Background: an optimization exercise with open tools, aiming at small area, a short achievable clock period and few clock cycles per item. Do not read the settings as production practice. In this exercise RTL edits were held to simulation tests only and were not proved equivalent to the original.

==> inputs of xenon <==
Design matrix_mac_engine, start of the top module:
module matrix_mac_engine #(
  parameter int DATA_WIDTH = 32,
  parameter int MAX_DIM = 4,
  parameter int ACC_WIDTH = 2*DATA_WIDTH + $clog2(MAX_DIM)
) (
  input  logic clk,
  input  logic rst_n,
  input  logic in_valid,
  output logic in_ready,
  input  logic [$clog2(MAX_DIM+1)-1:0] cfg_dim,
  input  logic [MAX_DIM-1:0][MAX_DIM-1:0][DATA_WIDTH-1:0] matrix_A,
  input  logic [MAX_DIM-1:0][MAX_DIM-1:0][DATA_WIDTH-1:0] matrix_B,
  output logic [MAX_DIM-1:0][MAX_DIM-1:0][DATA_WIDTH-1:0] matrix_C,
  output logic out_valid,
  input  logic out_ready,
  output logic busy
);
Settings: LEC_CHECK=0, CAP_MARGIN=20, CORE_MARGIN=2, CORE_UTILIZATION=60, PLACE_DENSITY=0.68, SLEW_MARGIN=20, SYNTH_HIERARCHICAL=1, SYNTH_MINIMUM_KEEP_SIZE=0; clock period 12.0 ns.
standard.sh (not shown) runs the stock make flow with config.mk's settings and CLKGATE_MAP_FILE= SYNTH_SCRIPT=/design/flow/synth_recipe.tcl, a recipe that flattens the netlist after the stock synthesis.
==> flow/flow/run.sh <==
#!/bin/bash
# Own layout flow: the standard ORFS flow (standard.sh) with the standard synthesis,
# clock and constraints, changing only how the layout is sized and repaired:
#  - ports are buffered with sky130_fd_sc_hd__buf_4 cells instead of the default buffer;
#  - timing repair aims for a setup slack of SETUP_MARGIN ns instead of 0, so the resizer
#    keeps working the paths down towards a shorter period rather than stopping at 12 ns.
# make's full output is in flow_make.log here; ORFS's per-step logs are under orfs/logs.
set -euo pipefail
SETUP_MARGIN=7.5
bash standard.sh finish \
  "SETUP_SLACK_MARGIN=${SETUP_MARGIN}" \
  "BUFFER_PORTS_ARGS=-buffer_cell sky130_fd_sc_hd__buf_4" \
  "PRE_FLOORPLAN_TCL=$PWD/flow/downsize.tcl" \
  > flow_make.log 2>&1
==> flow/flow/downsize.tcl <==
set db [ord::get_db]
set block [ord::get_db_block]
set small [$db findMaster sky130_fd_sc_hd__a22oi_1]
set n 0
foreach inst [$block getInsts] {
  if { [[$inst getMaster] getName] eq "sky130_fd_sc_hd__a22oi_2" } {
    $inst swapMaster $small
    incr n
  }
}
puts "downsize.tcl: $n a22oi_2 -> a22oi_1"
==> amber (differences from xenon) <==
--- a/flow/design.v
+++ b/flow/design.v
@@ -20,30 +20,26 @@
   logic [3:0][3:0][47:0] e_r;        
   logic [1:0] ab_nm1;                
   logic a_pend;                      
   logic [1:0] a_ptr;                 
   logic [3:0][31:0] p0_x;
   logic p0_v, p0_first, p0_last;
   logic [1:0] p0_row, p0_nm1;
-  logic p0_pack;                     
   logic [3:0][NQ-1:0] p1_q;
   logic p1_v, p1_first, p1_last;
   logic [1:0] p1_row, p1_nm1;
-  logic p1_pack;
   logic [1:0] in_nm1;
   always_comb begin
     case (cfg_dim)
       3'd1: in_nm1 = 2'd0;
       3'd2: in_nm1 = 2'd1;
       3'd3: in_nm1 = 2'd2;
       default: in_nm1 = 2'd3;
     endcase
   end
-  logic in_pack;
-  assign in_pack = (in_nm1 == 2'd1);
   logic [3:0][NQ-1:0] s1_q;
   logic [3:0][31:0] s2_z;
   for (genvar j = 0; j < 4; j++) begin : g_col
     mm_dot_s0 u_s0 (
       .x0(p0_x[0]), .x1(p0_x[1]), .x2(p0_x[2]), .x3(p0_x[3]),
       .e0(e_r[0][j]), .e1(e_r[1][j]), .e2(e_r[2][j]), .e3(e_r[3][j]),
       .q(s1_q[j])
@@ -54,17 +50,16 @@
   assign stall = p1_v & p1_first & out_valid & ~out_ready;
   assign commit = p1_v & ~stall;
   assign p0_load = ~(p0_v & stall);
   logic [3:0][31:0] p0_src;
   logic [1:0] p0_src_nm1;
   always_comb begin
     if (in_ready) begin
-      p0_src = in_pack ? {matrix_A[1][1], matrix_A[1][0], matrix_A[0][1], matrix_A[0][0]}
-                       : matrix_A[0];
-      p0_src_nm1 = in_pack ? 2'd3 : in_nm1;
+      p0_src = matrix_A[0];
+      p0_src_nm1 = in_nm1;
     end else begin
       case (a_ptr)
         2'd1: p0_src = a_r[1];
         2'd2: p0_src = a_r[2];
         default: p0_src = a_r[3];
       endcase
       p0_src_nm1 = ab_nm1;
@@ -72,36 +67,35 @@
   end
   logic [3:0][31:0] p0_src_m;
   assign p0_src_m[0] = p0_src[0];
   assign p0_src_m[1] = (p0_src_nm1 >= 2'd1) ? p0_src[1] : '0;
   assign p0_src_m[2] = (p0_src_nm1 >= 2'd2) ? p0_src[2] : '0;
   assign p0_src_m[3] = (p0_src_nm1 == 2'd3) ? p0_src[3] : '0;
   logic a_pend_n, p0_v_n, p0_first_n, p0_last_n, p1_v_n, p1_first_n, p1_last_n;
-  logic p0_pack_n, p1_pack_n;
   logic ov_n, busy_n, in_ready_n;
   logic [1:0] a_ptr_n, p0_row_n, p0_nm1_n, p1_row_n, p1_nm1_n;
   always_comb begin
     if (stall) begin
       p1_v_n = p1_v; p1_first_n = p1_first; p1_last_n = p1_last;
-      p1_row_n = p1_row; p1_nm1_n = p1_nm1; p1_pack_n = p1_pack;
+      p1_row_n = p1_row; p1_nm1_n = p1_nm1;
     end else begin
       p1_v_n = p0_v; p1_first_n = p0_first; p1_last_n = p0_last;
-      p1_row_n = p0_row; p1_nm1_n = p0_nm1; p1_pack_n = p0_pack;
+      p1_row_n = p0_row; p1_nm1_n = p0_nm1;
     end
     a_pend_n = a_pend; a_ptr_n = a_ptr;
     p0_v_n = p0_v; p0_first_n = p0_first; p0_last_n = p0_last;
-    p0_row_n = p0_row; p0_nm1_n = p0_nm1; p0_pack_n = p0_pack;
+    p0_row_n = p0_row; p0_nm1_n = p0_nm1;
     if (p0_load) begin
       if (in_ready) begin
-        p0_v_n = in_valid; p0_first_n = 1'b1; p0_last_n = (in_nm1 <= 2'd1);
-        p0_row_n = 2'd0; p0_nm1_n = in_nm1; p0_pack_n = in_pack;
-        a_pend_n = in_valid & (in_nm1 > 2'd1); a_ptr_n = 2'd1;
+        p0_v_n = in_valid; p0_first_n = 1'b1; p0_last_n = (in_nm1 == 2'd0);
+        p0_row_n = 2'd0; p0_nm1_n = in_nm1;
+        a_pend_n = in_valid & (in_nm1 != 2'd0); a_ptr_n = 2'd1;
       end else if (a_pend) begin
         p0_v_n = 1'b1; p0_first_n = 1'b0; p0_last_n = (a_ptr == ab_nm1);
-        p0_row_n = a_ptr; p0_nm1_n = ab_nm1; p0_pack_n = 1'b0;
+        p0_row_n = a_ptr; p0_nm1_n = ab_nm1;
         a_pend_n = (a_ptr != ab_nm1); a_ptr_n = a_ptr + 2'd1;
       end else begin
         p0_v_n = 1'b0;
       end
     end
     ov_n = out_valid & ~out_ready;
     if (commit & p1_last) ov_n = 1'b1;
@@ -127,20 +121,18 @@
   end
   always_ff @(posedge clk) begin
     a_ptr <= a_ptr_n;
     p0_first <= p0_first_n;
     p0_last <= p0_last_n;
     p0_row <= p0_row_n;
     p0_nm1 <= p0_nm1_n;
-    p0_pack <= p0_pack_n;
     p1_first <= p1_first_n;
     p1_last <= p1_last_n;
     p1_row <= p1_row_n;
     p1_nm1 <= p1_nm1_n;
-    p1_pack <= p1_pack_n;
     if (in_ready) begin
       a_r <= matrix_A[3:1];
       ab_nm1 <= in_nm1;
       e_r <= e_in;
     end
     if (p0_load) p0_x <= p0_src_m;
     if (!stall) p1_q <= s1_q;
@@ -155,33 +147,18 @@
       e[3*i+2] = yy[2*i+2];
     end
     booth_enc = e;
   endfunction
   logic [3:0][3:0][47:0] e_in;
   for (genvar k = 0; k < 4; k++) begin : g_bk
     for (genvar j = 0; j < 4; j++) begin : g_bj
-      if (k >= 2 && j >= 2) begin : g_sh
-        assign e_in[k][j] = in_pack ? booth_enc(matrix_B[k-2][j-2])
-                          : (2'(j) > in_nm1) ? '0 : booth_enc(matrix_B[k][j]);
-      end else if (k >= 2) begin : g_z
-        assign e_in[k][j] = (in_pack || 2'(j) > in_nm1) ? '0 : booth_enc(matrix_B[k][j]);
-      end else begin : g_n
-        assign e_in[k][j] = (2'(j) > in_nm1) ? '0 : booth_enc(matrix_B[k][j]);
-      end
+      assign e_in[k][j] = (2'(j) > in_nm1) ? '0 : booth_enc(matrix_B[k][j]);
     end
   end
-  logic [3:0][31:0] z_pk0, z_pk1;
-  assign z_pk0 = p1_pack ? {64'd0, s2_z[1], s2_z[0]} : s2_z;
-  assign z_pk1 = p1_pack ? {64'd0, s2_z[3], s2_z[2]} : s2_z;
-  always_ff @(posedge clk) begin
-    if (commit && p1_row == 2'd0) matrix_C[0] <= z_pk0;
-    if (commit && (p1_row == 2'd1 || p1_pack)) matrix_C[1] <= z_pk1;
-    else if (commit && p1_first && p1_nm1 == 2'd0) matrix_C[1] <= '0;
-  end
-  for (genvar r = 2; r < 4; r++) begin : g_c
+  for (genvar r = 0; r < 4; r++) begin : g_c
     always_ff @(posedge clk) begin
       if (commit && p1_row == 2'(r)) matrix_C[r] <= s2_z;
       else if (commit && p1_first && 2'(r) > p1_nm1) matrix_C[r] <= '0;
     end
   end
 endmodule
 module mm_dot_s0 (
==> flow/run.sh (new file) <==
#!/bin/bash
# synth_recipe.tcl (not shown) runs the flow's synth.tcl, then flattens the netlist and writes it again
# the make line also repeats each setting of config.mk as NAME=value (left out here)
make -C /OpenROAD-flow-scripts/flow DESIGN_CONFIG=/design/flow/config.mk WORK_HOME=/design/flow/orfs CLKGATE_MAP_FILE= SYNTH_SCRIPT=/design/flow/synth_recipe.tcl finish
==> flow/config.mk (replaced) <==
export PLATFORM = sky130hd
export DESIGN_NAME = matrix_mac_engine
export DESIGN_NICKNAME = matrix_mac_engine
export VERILOG_FILES = /design/flow/design.v
export SDC_FILE = /design/flow/constraint.sdc
export NUM_CORES = 4
export LEC_CHECK = 0
export CAP_MARGIN = 20
export CORE_MARGIN = 2
export CORE_UTILIZATION = 40
export SLEW_MARGIN = 20
export SYNTH_HIERARCHICAL = 1
export SYNTH_MINIMUM_KEEP_SIZE = 0
removed: flow/flow/run.sh
removed: flow/flow/downsize.tcl
removed: flow/standard.sh
==> qor summary <==
item	xenon	amber
Synth Instances	20180	19718
Placed cell areas	280000 um^2	309000 um^2
Number of buffers inserted to repair setup after CTS	118	0
RePlAce Congestion	1.12	1.02
CTS Buf Count	293	317
Placed Cells incl. Taps	27517	30779
Horiz. Die Dim	661 um	839 um
Resize count post-CTS	778	0
Height of the die	661 um	839 um
Pre-CTS setup slack	5.88 ns	6.22 ns
Post-detailed-placement half-perimeter wirelength	975000 um	1050000 um
Initial Utilization	0.602	0.402
Status	did not finish	timing/DRC/antenna clean
Last stage reached	5_1_grt	-
Number of cell rows	241	306
Testbench counts of xenon, summed over its fixed seeds: cycles 1,266, items 384.
Testbench counts of amber, summed over its fixed seeds: cycles 1,330, items 384.

========
==> inputs of onyx <==
Another version of the RTL of matrix_mac_engine (not shown whole).
clock: 12.0 ns
lec_check: 0
cap_margin: 20
core_margin: 2
core_utilization: 40
slew_margin: 20
synth_hierarchical: 1
synth_minimum_keep_size: 0
==> flow/flow/run.sh <==
#!/bin/bash
# Own layout flow: the standard ORFS flow (standard.sh) with the standard synthesis,
# clock and constraints, changing only how the layout is placed and repaired:
#  - ports are buffered with sky130_fd_sc_hd__buf_4 cells instead of the default buffer;
#  - outbuf.tcl (before detailed placement) moves each output port's buffer next to the
#    flip-flop that drives it, so the buffer drives the long wire to the pin;
#  - timing repair aims for a setup slack of SETUP_MARGIN ns instead of 0, so the resizer
#    keeps working the paths down towards a shorter period rather than stopping at 12 ns.
# make's full output is in flow_make.log here; ORFS's per-step logs are under orfs/logs.
set -euo pipefail
SETUP_MARGIN=8.0
bash standard.sh finish \
  "SETUP_SLACK_MARGIN=${SETUP_MARGIN}" \
  "BUFFER_PORTS_ARGS=-buffer_cell sky130_fd_sc_hd__buf_4" \
  "PRE_DETAIL_PLACE_TCL=$PWD/flow/outbuf.tcl" \
  > flow_make.log 2>&1
==> flow/flow/outbuf.tcl <==
# Runs before detailed placement (PRE_DETAIL_PLACE_TCL): moves each output port's buffer
# next to the flip-flop that drives it, so the buffer rather than the flip-flop drives the
# wire to the pin. Detailed placement then legalizes the moved buffers.
set block [ord::get_db_block]
set moved 0
foreach bt [$block getBTerms] {
  if { [$bt getIoType] ne "OUTPUT" } { continue }
  set net [$bt getNet]
  if { $net eq "NULL" } { continue }
  set buf ""
  foreach it [$net getITerms] { if { [$it isOutputSignal] } { set buf [$it getInst] } }
  if { $buf eq "" } { continue }
  set drv ""
  foreach it [$buf getITerms] {
    if { [$it isInputSignal] } {
      foreach it2 [[$it getNet] getITerms] {
        if { [$it2 isOutputSignal] } { set drv [$it2 getInst] }
      }
    }
  }
  if { $drv eq "" } { continue }
  set dl [$drv getLocation]
  $buf setLocation [lindex $dl 0] [lindex $dl 1]
  incr moved
}
puts "outbuf.tcl: moved $moved output buffers next to their drivers"
==> inputs of sierra, as changes to onyx <==
==> flow/run.sh (new file) <==
#!/bin/bash
# synth_recipe.tcl (not shown) runs the flow's synth.tcl, then flattens the netlist and writes it again
# the make line also repeats each setting of config.mk as NAME=value (left out here)
make -C /OpenROAD-flow-scripts/flow DESIGN_CONFIG=/design/flow/config.mk WORK_HOME=/design/flow/orfs CLKGATE_MAP_FILE= SYNTH_SCRIPT=/design/flow/synth_recipe.tcl finish
removed: flow/flow/run.sh
removed: flow/flow/outbuf.tcl
removed: flow/standard.sh
==> qor summary <==
|  | sierra | onyx |
|---|---|---|
| Result of the run | complete, no violations | stopped before the end |
| Last stage reached | - | 5_1_grt |
| XOR/XNOR share of the synthesized area | 0.157 | 0.157 |
| Adder-cell share of the synthesized area | 0.324 | 0.324 |
| Largest area contributor in the netlist | fa_1 | fa_1 |
| Number of buffers inserted for hold repair after clock tree synthesis | 0 | 0 |
| Number of enable-type register cells in the synthesized netlist | 2476 | 2476 |
| Global placement routability congestion | 1.05 | 1.02 |
| Number of primary I/O pins | 1546 | 1546 |
| Initial core utilization | 0.402 | 0.402 |
| H-tree levels | 5 | 5 |
| Synth Warn # | 7 | 7 |
| Number of buffers inserted during clock tree synthesis | 308 | 314 |
| Number of standard-cell rows in the floorplan | 297 | 297 |
| Post-placement cell count | 30.2k | 30.3k |
| Placed wire-length estimate | 1000 mm | 1000 mm |
| Post-CTS Setup Bufs | 0 | 890 |
| Resized cells post-CTS | 0 | 4340 |
| Port Buffer Count | 1545 | 1545 |
| Bufs on Longest Clock Path | 4 | 4 |
| Share of the synthesized area in the top cell type | 0.313 | 0.313 |
| Most used flip-flop cell after synthesis | edfxtp_1 | edfxtp_1 |
| Mapped Area | 263000 um2 | 263000 um2 |
| Standard cell area after detailed placement | 291000 um2 | 287000 um2 |
| Placement Setup Slack | 5480 ps | 5830 ps |
Testbench counts of onyx, summed over its fixed seeds: cycles 1,266, items 384.
Testbench counts of sierra, summed over its fixed seeds: cycles 1,266, items 384.

-- re-timing with driven ports --
No port has a modelled driver above. Below, the same layouts with a new extraction and two added sets of constraints. Step 1 assumes that a clkbuf_16 drives the clock port and a buf_2 every other input. Step 2 moves the port delays by t, midway between the first and last clock arrival at a register: inputs arrive t later, outputs are due t later. That takes back most of the time a late clock gives input paths. Three values: no drivers, after step 1, after step 2; two values: the first two.
run | t, ns | setup WS [ns] | hold WS [ns] | worst setup path at the end | worst slew at a driven data input, ns
amber | 1.260 | 6.023 / 6.023 / 6.023 | 0.445 / 0.445 / 0.445 | register to register | 0.37
sierra | 1.200 | 5.726 / 5.726 / 5.268 | 0.359 / 0.359 / 0.359 | input to register | 0.51
After both steps setup and hold are still met in every run listed. For sierra, which loses most, drivers alone change the setup slack by 0.000 ns; drivers and shift together by -0.458 ns.
